What follows belongs to an exercise in optimizing a design on an open flow for small area, a short achievable clock period and few clock cycles per item; a production flow would make more cautious choices.
Only simulation tests tie the RTL to the original design; equivalence was not proved.

==> wip/pepper <==
Design particle_force_euler_step, start of the top module:
module particle_force_euler_step #(
    parameter int unsigned FRAC_BITS = 16
) (
    input  logic          aclk,
    input  logic          aresetn,
    input  logic          s_tvalid,
    output logic          s_tready,
    input  logic [87:0]   s_tdata,
    input  logic [1:0]    s_tuser,
    output logic          m_tvalid,
    input  logic          m_tready,
    output logic [159:0]  m_tdata,
    output logic [0:0]    m_tuser,
    input  logic          cfg_wr_en,
    input  logic [2:0]    cfg_addr,
    input  logic [31:0]   cfg_wdata
);
    function automatic logic [2:0] top_quad(input logic [31:0] v);
        logic [32:0] e;
        e = {v, 1'b0};
        top_quad = 3'd0;
        for (int c = 1; c < 8; c++) begin
            if (!(e[4*c +: 5] == 5'h00 || e[4*c +: 5] == 5'h1F)) top_quad = c[2:0];
        end
    endfunction
    function automatic logic [5:0] quad_digits(input logic [31:0] v, input logic [2:0] c);
        logic [32:0] e;
        logic [4:0]  w;
        e = {v, 1'b0};
        w = e[4*c +: 5];
        quad_digits = {w[4:2], w[2:0]};
    endfunction
    localparam logic [5:0] DIG_ADD  = 6'b000_001;    
    localparam logic [5:0] DIG_ZERO = 6'd0;
    function automatic logic [2:0] booth_dec(input logic [2:0] x);
        booth_dec = {x[2] & ~(x[1] & x[0]),
                     (x[2] & ~x[1] & ~x[0]) | (~x[2] & x[1] & x[0]),
                     x[1] ^ x[0]};
    endfunction
    function automatic logic [34:0] booth_row(input logic [2:0] d, input logic [31:0] md,
                                               input logic pneg);
        logic neg;
        logic [33:0] sel;
        neg = d[2] ^ pneg;
        sel = d[0] ? {{2{md[31]}}, md} : d[1] ? {md[31], md, 1'b0} : 34'd0;
  ...
make LEC_CHECK=0 CAP_MARGIN=20 CORE_MARGIN=2 CORE_UTILIZATION=40 SETUP_SLACK_MARGIN=5 SLEW_MARGIN=30 finish   # period 12.0 ns
run.sh (not shown) runs the stock make flow with config.mk's settings and CLKGATE_MAP_FILE= SYNTH_SCRIPT=/design/flow/synth_recipe.tcl, a recipe that flattens the netlist after the stock synthesis.
==> inputs of wip/juniper, as changes to wip/pepper <==
--- a/flow/design.v
+++ b/flow/design.v
@@ -146,32 +146,32 @@
     assign s_wait = st_r[I_WAIT];
     logic [30:0] m_div;
     assign m_div = {mass_r[30:1], mass_r[0] | mzero_r};
     logic [31:8] fmask;
     always_comb begin
         for (int i = 8; i < 32; i++) fmask[i] = (m_div >> (i - 7)) == 31'd0;
     end
     logic start;        
-    assign start = s_idle && s_tvalid && (!mvalid_r || m_tready);
+    logic drag_wr_r;
+    assign start = s_idle && s_tvalid && (!mvalid_r || m_tready) && !drag_wr_r;
     logic y_fin;        
     assign y_fin = yst_r[Y_DONE] || yst_r[Y_FIN];
     logic cnt0;
     assign cnt0 = (cnt_r == 5'd0);
     logic sqrt_last;
     assign sqrt_last = s_sqrt && cnt0;
     logic accept;
     assign accept = (sqrt_last || s_wait) && y_fin;
     assign s_tready = accept;
     logic        drag_wr;
-    logic [30:0] drag_nx;
     logic [2:0]  drag_tq_nx;
     assign drag_wr    = cfg_wr_en && cfg_addr == 3'd2;
-    assign drag_nx    = drag_wr ? cfg_wdata[30:0] : drag_r;
-    assign drag_tq_nx = drag_wr ? top_quad({1'b0, cfg_wdata[30:0]}) : drag_tq;
+    assign drag_tq_nx = top_quad({1'b0, cfg_wdata[30:0]});
+    always_ff @(posedge aclk) drag_wr_r <= aresetn && drag_wr;
     logic        div_go;        
     logic        pnx_n, pny_n;  
     logic [31:0] amd_x, amd_y;
     logic        apn_x, apn_y, abig_x, abig_y, asat_x, asat_y;
     always_ff @(posedge aclk) begin
         if (div_go) begin
             abig_x <= ax_r[31] | ax_r[30] | ax_r[29];
             abig_y <= ay_r[31] | ay_r[30] | ay_r[29];
@@ -186,28 +186,18 @@
     assign asat_x = ax_r[33] | ax_r[32] | (ax_r[31] & (~negx_r | (ax_r[30:0] != 31'd0)));
     assign asat_y = ay_r[33] | ay_r[32] | (ay_r[31] & (~negy_r | (ay_r[30:0] != 31'd0)));
     logic y_mx, y_ux, y_my, y_uy;
     assign y_mx = yst_r[Y_MX];
     assign y_ux = yst_r[Y_UX];
     assign y_my = yst_r[Y_MY];
     assign y_uy = yst_r[Y_UY];
     logic [31:0] mdx, mdy;
-    always_comb begin
-        mdx = {1'b0, spd_r[30:0]};
-        if (s_dx | s_sq | s_v) mdx = vx_r;
-        if (s_ax)              mdx = amd_x;
-        if (s_f)               mdx = wind_r;
-        mdy = vy_r;
-        if (s_ax) mdy = amd_y;
-        if (s_f)  mdy = grav_r;
-        if (y_mx) mdy = vx_r;
-        if (y_ux) mdy = px_r;
-        if (y_uy) mdy = py_r;
-    end
+    assign mdx = s_ax ? amd_x : (s_idle | s_ks) ? {1'b0, spd_r[30:0]} : mdx_r;
+    assign mdy = s_ax ? amd_y : mdy_r;
     logic addx, addy, inv;
     assign addx = s_f | s_v;                     
     assign addy = s_f | s_v | y_ux | y_uy;
     assign inv  = s_f & ~coll_r;                 
     logic [34:0] r1x, r0x, r1y, r0y;
     assign r1x = booth_row(digx_r[5:3],  mdx, 1'b0);
     assign r0x = booth_row(digx_r[2:0],  mdx, 1'b0);
     assign r1y = booth_row(digy_r[5:3],  mdy, 1'b0);
@@ -361,42 +351,16 @@
     logic        firstx_n, firsty_n;
     assign div_go = s_div && !(dfirst_r && !(fastx && fasty));
     always_comb begin
         st_n     = st_r;
         cnt_n    = cnt_r - 5'd1;
         digx_n   = DIG_ZERO;
         digy_n   = DIG_ZERO;
         firstx_n = 1'b0;
-        if (accept || s_idle) begin
-            st_n     = NS'(1) << I_IDLE;
-            digx_n   = quad_digits({1'b0, drag_nx}, drag_tq_nx);
-            firstx_n = 1'b1;
-        end
-        if (start) begin
-            if (s_tuser[0]) begin
-                st_n     = NS'(1) << I_SQ;
-                cnt_n    = {2'd0, r_tq};
-                digx_n   = quad_digits(svx_r, r_tq);
-                digy_n   = quad_digits(svy_r, r_tq);
-                firstx_n = 1'b1;
-            end else if (s_tuser[1]) begin
-                st_n     = NS'(1) << I_F;
-                digx_n   = DIG_ZERO;
-                firstx_n = 1'b0;
-            end else if (drag_tq == 3'd0) begin
-                st_n     = NS'(1) << I_KSX;
-                firstx_n = 1'b0;
-            end else begin
-                st_n     = NS'(1) << I_KS;
-                cnt_n    = {2'd0, drag_tq - 3'd1};
-                digx_n   = quad_digits({1'b0, drag_r}, drag_tq - 3'd1);
-                firstx_n = 1'b0;
-            end
-        end
         if (s_ks) begin
             if (cnt0) st_n = NS'(1) << I_KSX;
             else      digx_n = quad_digits({1'b0, drag_r}, cnt_n[2:0]);
         end
         if (s_ksx) begin
             st_n     = NS'(1) << I_DX;
             cnt_n    = {2'd0, ks_tq};
             digx_n   = quad_digits({1'b0, ks_val}, ks_tq);
@@ -493,16 +457,60 @@
             yst_n    = NY'(1) << Y_MY;
             cnty_n   = dt_tq;
             digy_n   = quad_digits({15'd0, dt_r}, dt_tq);
             firsty_n = 1'b1;
         end
         if (y_uy)          yst_n = NY'(1) << Y_FIN;
         if (yst_r[Y_FIN])  yst_n = NY'(1) << Y_DONE;
         if (st_n[I_DX] || st_n[I_AX] || st_n[I_SQ]) firsty_n = firstx_n;
+        if (accept || s_idle) begin
+            st_n     = NS'(1) << I_IDLE;
+            digx_n   = quad_digits({1'b0, drag_r}, drag_tq);
+            firstx_n = 1'b1;
+        end
+        if (start) begin
+            digy_n   = DIG_ZERO;
+            firsty_n = 1'b0;
+            if (s_tuser[0]) begin
+                st_n     = NS'(1) << I_SQ;
+                cnt_n    = {2'd0, r_tq};
+                digx_n   = quad_digits(svx_r, r_tq);
+                digy_n   = quad_digits(svy_r, r_tq);
+                firstx_n = 1'b1;
+                firsty_n = 1'b1;
+            end else if (s_tuser[1]) begin
+                st_n     = NS'(1) << I_F;
+                digx_n   = DIG_ZERO;
+                firstx_n = 1'b0;
+            end else if (drag_tq == 3'd0) begin
+                st_n     = NS'(1) << I_KSX;
+                firstx_n = 1'b0;
+            end else begin
+                st_n     = NS'(1) << I_KS;
+                cnt_n    = {2'd0, drag_tq - 3'd1};
+                digx_n   = quad_digits({1'b0, drag_r}, drag_tq - 3'd1);
+                firstx_n = 1'b0;
+            end
+        end
+    end
+    logic [31:0] mdx_r, mdy_r;
+    always_ff @(posedge aclk) begin
+        mdx_r <= '0;
+        if (st_n[I_DX] || st_n[I_V]) mdx_r <= vx_r;
+        if (st_n[I_F])               mdx_r <= wind_r;
+        if (st_n[I_SQ])              mdx_r <= s_idle ? svx_r : s_vs ? cwx[31:0] : vx_r;
+        mdy_r <= '0;
+        if (st_n[I_DX] || st_n[I_V]) mdy_r <= vy_r;
+        if (st_n[I_F])               mdy_r <= grav_r;
+        if (st_n[I_SQ])              mdy_r <= s_idle ? svy_r : s_vs ? cwy[31:0] : vy_r;
+        if (yst_n[Y_MX])             mdy_r <= vx_r;
+        if (yst_n[Y_UX])             mdy_r <= px_r;
+        if (yst_n[Y_MY])             mdy_r <= vy_r;
+        if (yst_n[Y_UY])             mdy_r <= py_r;
     end
     always_ff @(posedge aclk) begin
         dt_r  <= s_tdata[16:0];
         dt_tq <= top_quad({15'd0, s_tdata[16:0]});
         digx_r   <= {booth_dec(digx_n[5:3]), booth_dec(digx_n[2:0])} ^ {pnx_n, 2'b00, pnx_n, 2'b00};
         digy_r   <= {booth_dec(digy_n[5:3]), booth_dec(digy_n[2:0])} ^ {pny_n, 2'b00, pny_n, 2'b00};
         firstx_r <= firstx_n;
         firsty_r <= firsty_n;
==> flow/flow/run.sh (new file) <==
#!/bin/bash
set -euo pipefail
export SETUP_SLACK_MARGIN=6
bash standard.sh > standard_flow.log 2>&1
==> flow/standard.sh (new file) <==
#!/bin/bash
# synth_recipe.tcl (not shown) runs the flow's synth.tcl, then flattens the netlist and writes it again
# the make line also repeats each setting of config.mk as NAME=value (left out here)
make -C /OpenROAD-flow-scripts/flow DESIGN_CONFIG=/design/flow/config.mk WORK_HOME=/design/flow/orfs CLKGATE_MAP_FILE= SYNTH_SCRIPT=/design/flow/synth_recipe.tcl "${@:-finish}"
==> flow/config.mk (replaced) <==
export PLATFORM = sky130hd
export DESIGN_NAME = particle_force_euler_step
export DESIGN_NICKNAME = particle_force_euler_step
export VERILOG_FILES = /design/flow/design.v
export SDC_FILE = /design/flow/constraint.sdc
export NUM_CORES = 4
export LEC_CHECK = 0
export CAP_MARGIN = 20
export CORE_MARGIN = 2
export CORE_UTILIZATION = 40
export SLEW_MARGIN = 30
removed: flow/run.sh
==> inputs of wip/nickel, as changes to wip/pepper <==
--- a/flow/design.v
+++ b/flow/design.v
@@ -146,32 +146,32 @@
     assign s_wait = st_r[I_WAIT];
     logic [30:0] m_div;
     assign m_div = {mass_r[30:1], mass_r[0] | mzero_r};
     logic [31:8] fmask;
     always_comb begin
         for (int i = 8; i < 32; i++) fmask[i] = (m_div >> (i - 7)) == 31'd0;
     end
     logic start;        
-    assign start = s_idle && s_tvalid && (!mvalid_r || m_tready);
+    logic drag_wr_r;
+    assign start = s_idle && s_tvalid && (!mvalid_r || m_tready) && !drag_wr_r;
     logic y_fin;        
     assign y_fin = yst_r[Y_DONE] || yst_r[Y_FIN];
     logic cnt0;
     assign cnt0 = (cnt_r == 5'd0);
     logic sqrt_last;
     assign sqrt_last = s_sqrt && cnt0;
     logic accept;
     assign accept = (sqrt_last || s_wait) && y_fin;
     assign s_tready = accept;
     logic        drag_wr;
-    logic [30:0] drag_nx;
     logic [2:0]  drag_tq_nx;
     assign drag_wr    = cfg_wr_en && cfg_addr == 3'd2;
-    assign drag_nx    = drag_wr ? cfg_wdata[30:0] : drag_r;
-    assign drag_tq_nx = drag_wr ? top_quad({1'b0, cfg_wdata[30:0]}) : drag_tq;
+    assign drag_tq_nx = top_quad({1'b0, cfg_wdata[30:0]});
+    always_ff @(posedge aclk) drag_wr_r <= aresetn && drag_wr;
     logic        div_go;        
     logic        pnx_n, pny_n;  
     logic [31:0] amd_x, amd_y;
     logic        apn_x, apn_y, abig_x, abig_y, asat_x, asat_y;
     always_ff @(posedge aclk) begin
         if (div_go) begin
             abig_x <= ax_r[31] | ax_r[30] | ax_r[29];
             abig_y <= ay_r[31] | ay_r[30] | ay_r[29];
@@ -186,28 +186,18 @@
     assign asat_x = ax_r[33] | ax_r[32] | (ax_r[31] & (~negx_r | (ax_r[30:0] != 31'd0)));
     assign asat_y = ay_r[33] | ay_r[32] | (ay_r[31] & (~negy_r | (ay_r[30:0] != 31'd0)));
     logic y_mx, y_ux, y_my, y_uy;
     assign y_mx = yst_r[Y_MX];
     assign y_ux = yst_r[Y_UX];
     assign y_my = yst_r[Y_MY];
     assign y_uy = yst_r[Y_UY];
     logic [31:0] mdx, mdy;
-    always_comb begin
-        mdx = {1'b0, spd_r[30:0]};
-        if (s_dx | s_sq | s_v) mdx = vx_r;
-        if (s_ax)              mdx = amd_x;
-        if (s_f)               mdx = wind_r;
-        mdy = vy_r;
-        if (s_ax) mdy = amd_y;
-        if (s_f)  mdy = grav_r;
-        if (y_mx) mdy = vx_r;
-        if (y_ux) mdy = px_r;
-        if (y_uy) mdy = py_r;
-    end
+    assign mdx = s_ax ? amd_x : (s_idle | s_ks) ? {1'b0, spd_r[30:0]} : mdx_r;
+    assign mdy = s_ax ? amd_y : mdy_r;
     logic addx, addy, inv;
     assign addx = s_f | s_v;                     
     assign addy = s_f | s_v | y_ux | y_uy;
     assign inv  = s_f & ~coll_r;                 
     logic [34:0] r1x, r0x, r1y, r0y;
     assign r1x = booth_row(digx_r[5:3],  mdx, 1'b0);
     assign r0x = booth_row(digx_r[2:0],  mdx, 1'b0);
     assign r1y = booth_row(digy_r[5:3],  mdy, 1'b0);
@@ -361,42 +351,16 @@
     logic        firstx_n, firsty_n;
     assign div_go = s_div && !(dfirst_r && !(fastx && fasty));
     always_comb begin
         st_n     = st_r;
         cnt_n    = cnt_r - 5'd1;
         digx_n   = DIG_ZERO;
         digy_n   = DIG_ZERO;
         firstx_n = 1'b0;
-        if (accept || s_idle) begin
-            st_n     = NS'(1) << I_IDLE;
-            digx_n   = quad_digits({1'b0, drag_nx}, drag_tq_nx);
-            firstx_n = 1'b1;
-        end
-        if (start) begin
-            if (s_tuser[0]) begin
-                st_n     = NS'(1) << I_SQ;
-                cnt_n    = {2'd0, r_tq};
-                digx_n   = quad_digits(svx_r, r_tq);
-                digy_n   = quad_digits(svy_r, r_tq);
-                firstx_n = 1'b1;
-            end else if (s_tuser[1]) begin
-                st_n     = NS'(1) << I_F;
-                digx_n   = DIG_ZERO;
-                firstx_n = 1'b0;
-            end else if (drag_tq == 3'd0) begin
-                st_n     = NS'(1) << I_KSX;
-                firstx_n = 1'b0;
-            end else begin
-                st_n     = NS'(1) << I_KS;
-                cnt_n    = {2'd0, drag_tq - 3'd1};
-                digx_n   = quad_digits({1'b0, drag_r}, drag_tq - 3'd1);
-                firstx_n = 1'b0;
-            end
-        end
         if (s_ks) begin
             if (cnt0) st_n = NS'(1) << I_KSX;
             else      digx_n = quad_digits({1'b0, drag_r}, cnt_n[2:0]);
         end
         if (s_ksx) begin
             st_n     = NS'(1) << I_DX;
             cnt_n    = {2'd0, ks_tq};
             digx_n   = quad_digits({1'b0, ks_val}, ks_tq);
@@ -493,16 +457,60 @@
             yst_n    = NY'(1) << Y_MY;
             cnty_n   = dt_tq;
             digy_n   = quad_digits({15'd0, dt_r}, dt_tq);
             firsty_n = 1'b1;
         end
         if (y_uy)          yst_n = NY'(1) << Y_FIN;
         if (yst_r[Y_FIN])  yst_n = NY'(1) << Y_DONE;
         if (st_n[I_DX] || st_n[I_AX] || st_n[I_SQ]) firsty_n = firstx_n;
+        if (accept || s_idle) begin
+            st_n     = NS'(1) << I_IDLE;
+            digx_n   = quad_digits({1'b0, drag_r}, drag_tq);
+            firstx_n = 1'b1;
+        end
+        if (start) begin
+            digy_n   = DIG_ZERO;
+            firsty_n = 1'b0;
+            if (s_tuser[0]) begin
+                st_n     = NS'(1) << I_SQ;
+                cnt_n    = {2'd0, r_tq};
+                digx_n   = quad_digits(svx_r, r_tq);
+                digy_n   = quad_digits(svy_r, r_tq);
+                firstx_n = 1'b1;
+                firsty_n = 1'b1;
+            end else if (s_tuser[1]) begin
+                st_n     = NS'(1) << I_F;
+                digx_n   = DIG_ZERO;
+                firstx_n = 1'b0;
+            end else if (drag_tq == 3'd0) begin
+                st_n     = NS'(1) << I_KSX;
+                firstx_n = 1'b0;
+            end else begin
+                st_n     = NS'(1) << I_KS;
+                cnt_n    = {2'd0, drag_tq - 3'd1};
+                digx_n   = quad_digits({1'b0, drag_r}, drag_tq - 3'd1);
+                firstx_n = 1'b0;
+            end
+        end
+    end
+    logic [31:0] mdx_r, mdy_r;
+    always_ff @(posedge aclk) begin
+        mdx_r <= '0;
+        if (st_n[I_DX] || st_n[I_V]) mdx_r <= vx_r;
+        if (st_n[I_F])               mdx_r <= wind_r;
+        if (st_n[I_SQ])              mdx_r <= s_idle ? svx_r : s_vs ? cwx[31:0] : vx_r;
+        mdy_r <= '0;
+        if (st_n[I_DX] || st_n[I_V]) mdy_r <= vy_r;
+        if (st_n[I_F])               mdy_r <= grav_r;
+        if (st_n[I_SQ])              mdy_r <= s_idle ? svy_r : s_vs ? cwy[31:0] : vy_r;
+        if (yst_n[Y_MX])             mdy_r <= vx_r;
+        if (yst_n[Y_UX])             mdy_r <= px_r;
+        if (yst_n[Y_MY])             mdy_r <= vy_r;
+        if (yst_n[Y_UY])             mdy_r <= py_r;
     end
     always_ff @(posedge aclk) begin
         dt_r  <= s_tdata[16:0];
         dt_tq <= top_quad({15'd0, s_tdata[16:0]});
         digx_r   <= {booth_dec(digx_n[5:3]), booth_dec(digx_n[2:0])} ^ {pnx_n, 2'b00, pnx_n, 2'b00};
         digy_r   <= {booth_dec(digy_n[5:3]), booth_dec(digy_n[2:0])} ^ {pny_n, 2'b00, pny_n, 2'b00};
         firstx_r <= firstx_n;
         firsty_r <= firsty_n;
==> flow/flow/run.sh (new file) <==
#!/bin/bash
set -euo pipefail
export SETUP_SLACK_MARGIN=6.5
bash standard.sh > standard_flow.log 2>&1
==> flow/standard.sh (new file) <==
#!/bin/bash
# synth_recipe.tcl (not shown) runs the flow's synth.tcl, then flattens the netlist and writes it again
# the make line also repeats each setting of config.mk as NAME=value (left out here)
make -C /OpenROAD-flow-scripts/flow DESIGN_CONFIG=/design/flow/config.mk WORK_HOME=/design/flow/orfs CLKGATE_MAP_FILE= SYNTH_SCRIPT=/design/flow/synth_recipe.tcl "${@:-finish}"
==> flow/config.mk (replaced) <==
export PLATFORM = sky130hd
export DESIGN_NAME = particle_force_euler_step
export DESIGN_NICKNAME = particle_force_euler_step
export VERILOG_FILES = /design/flow/design.v
export SDC_FILE = /design/flow/constraint.sdc
export NUM_CORES = 4
export LEC_CHECK = 0
export CAP_MARGIN = 20
export CORE_MARGIN = 2
export CORE_UTILIZATION = 40
export SLEW_MARGIN = 30
removed: flow/run.sh
==> results.py <==
metrics = {
    "logic_synthesis": {
        "synth_area_leaders": "dfxtp_1, ha_1, edfxtp_1",
        "synth_compound_area_share_pct": 28.1,
    },
    "worst_setup_path": {
        "cp-start-kind": "input port",
    },
    "status": {
        "status": "timing/DRC/antenna clean",
    },
    "timing": {
        "fin_crit_sh_pct": 59.2,
    },
    "finish": {
        "nNetsFinal": 11400,
    },
    "die": {
        "die_w_um": 448,
    },
    "placed_design": {
        "place_area_um2": 84700,
    },
}
the above is filed under wip/pepper

==> results.py <==
metrics = {
    "placed_design": {
        "place_area_um2": 87200,
    },
    "die": {
        "die_w_um": 455,
    },
    "status": {
        "status": "timing/DRC/antenna clean",
    },
    "timing": {
        "fin_crit_sh_pct": 48.6,
    },
}
the above is filed under wip/nickel

==> results.py <==
metrics = {
    "route": {
        "num_vias": 91600,
    },
    "placed_design": {
        "dp.final_hpwl_um": 335000,
        "place_area_um2": 87400,
        "io_buffers": 284,
    },
    "die": {
        "die_w_um": 455,
    },
    "logic_synthesis": {
        "synth_area_leaders": "dfxtp_1, ha_1, a21oi_1",
    },
    "worst_setup_path": {
        "cp-start-kind": "register",
    },
    "timing": {
        "fin_crit_sh_pct": 50.5,
    },
    "status": {
        "status": "timing/DRC/antenna clean",
    },
}
the above is filed under wip/juniper

Testbench counts of wip/pepper, summed over its fixed seeds: cycles 116,073, items 2,880.
Testbench counts of wip/juniper, summed over its fixed seeds: cycles 116,073, items 2,880.
Testbench counts of wip/nickel, summed over its fixed seeds: cycles 116,073, items 2,880.

-- re-timing with driven ports --
How much do the figures lean on ideal ports? The routed layouts below were timed once more, with nothing changed but the port constraints. Step 1: set_driving_cell puts a clkbuf_16 on aclk and a buf_2 on each other input, an assumption about the parent block. Step 2 also shifts input and output timing later by t, the mid clock arrival at the registers, as if the neighbouring blocks saw the same clock. Slacks: ideal / step 1 / step 2; pairs: ideal / step 1.
run	t (ns)	setup slack, ns	worst setup path after step 2
wip/pepper	0.861	4.897 / 4.948 / 4.086	input to register
wip/juniper	0.849	5.943 / 5.940 / 5.290	input to register
wip/nickel	0.848	6.163 / 6.163 / 5.687	input to register
After both steps every run listed still meets setup and hold. The setup slack of wip/pepper, which loses most, moves by +0.051 ns with the drivers and by -0.811 ns with both steps.
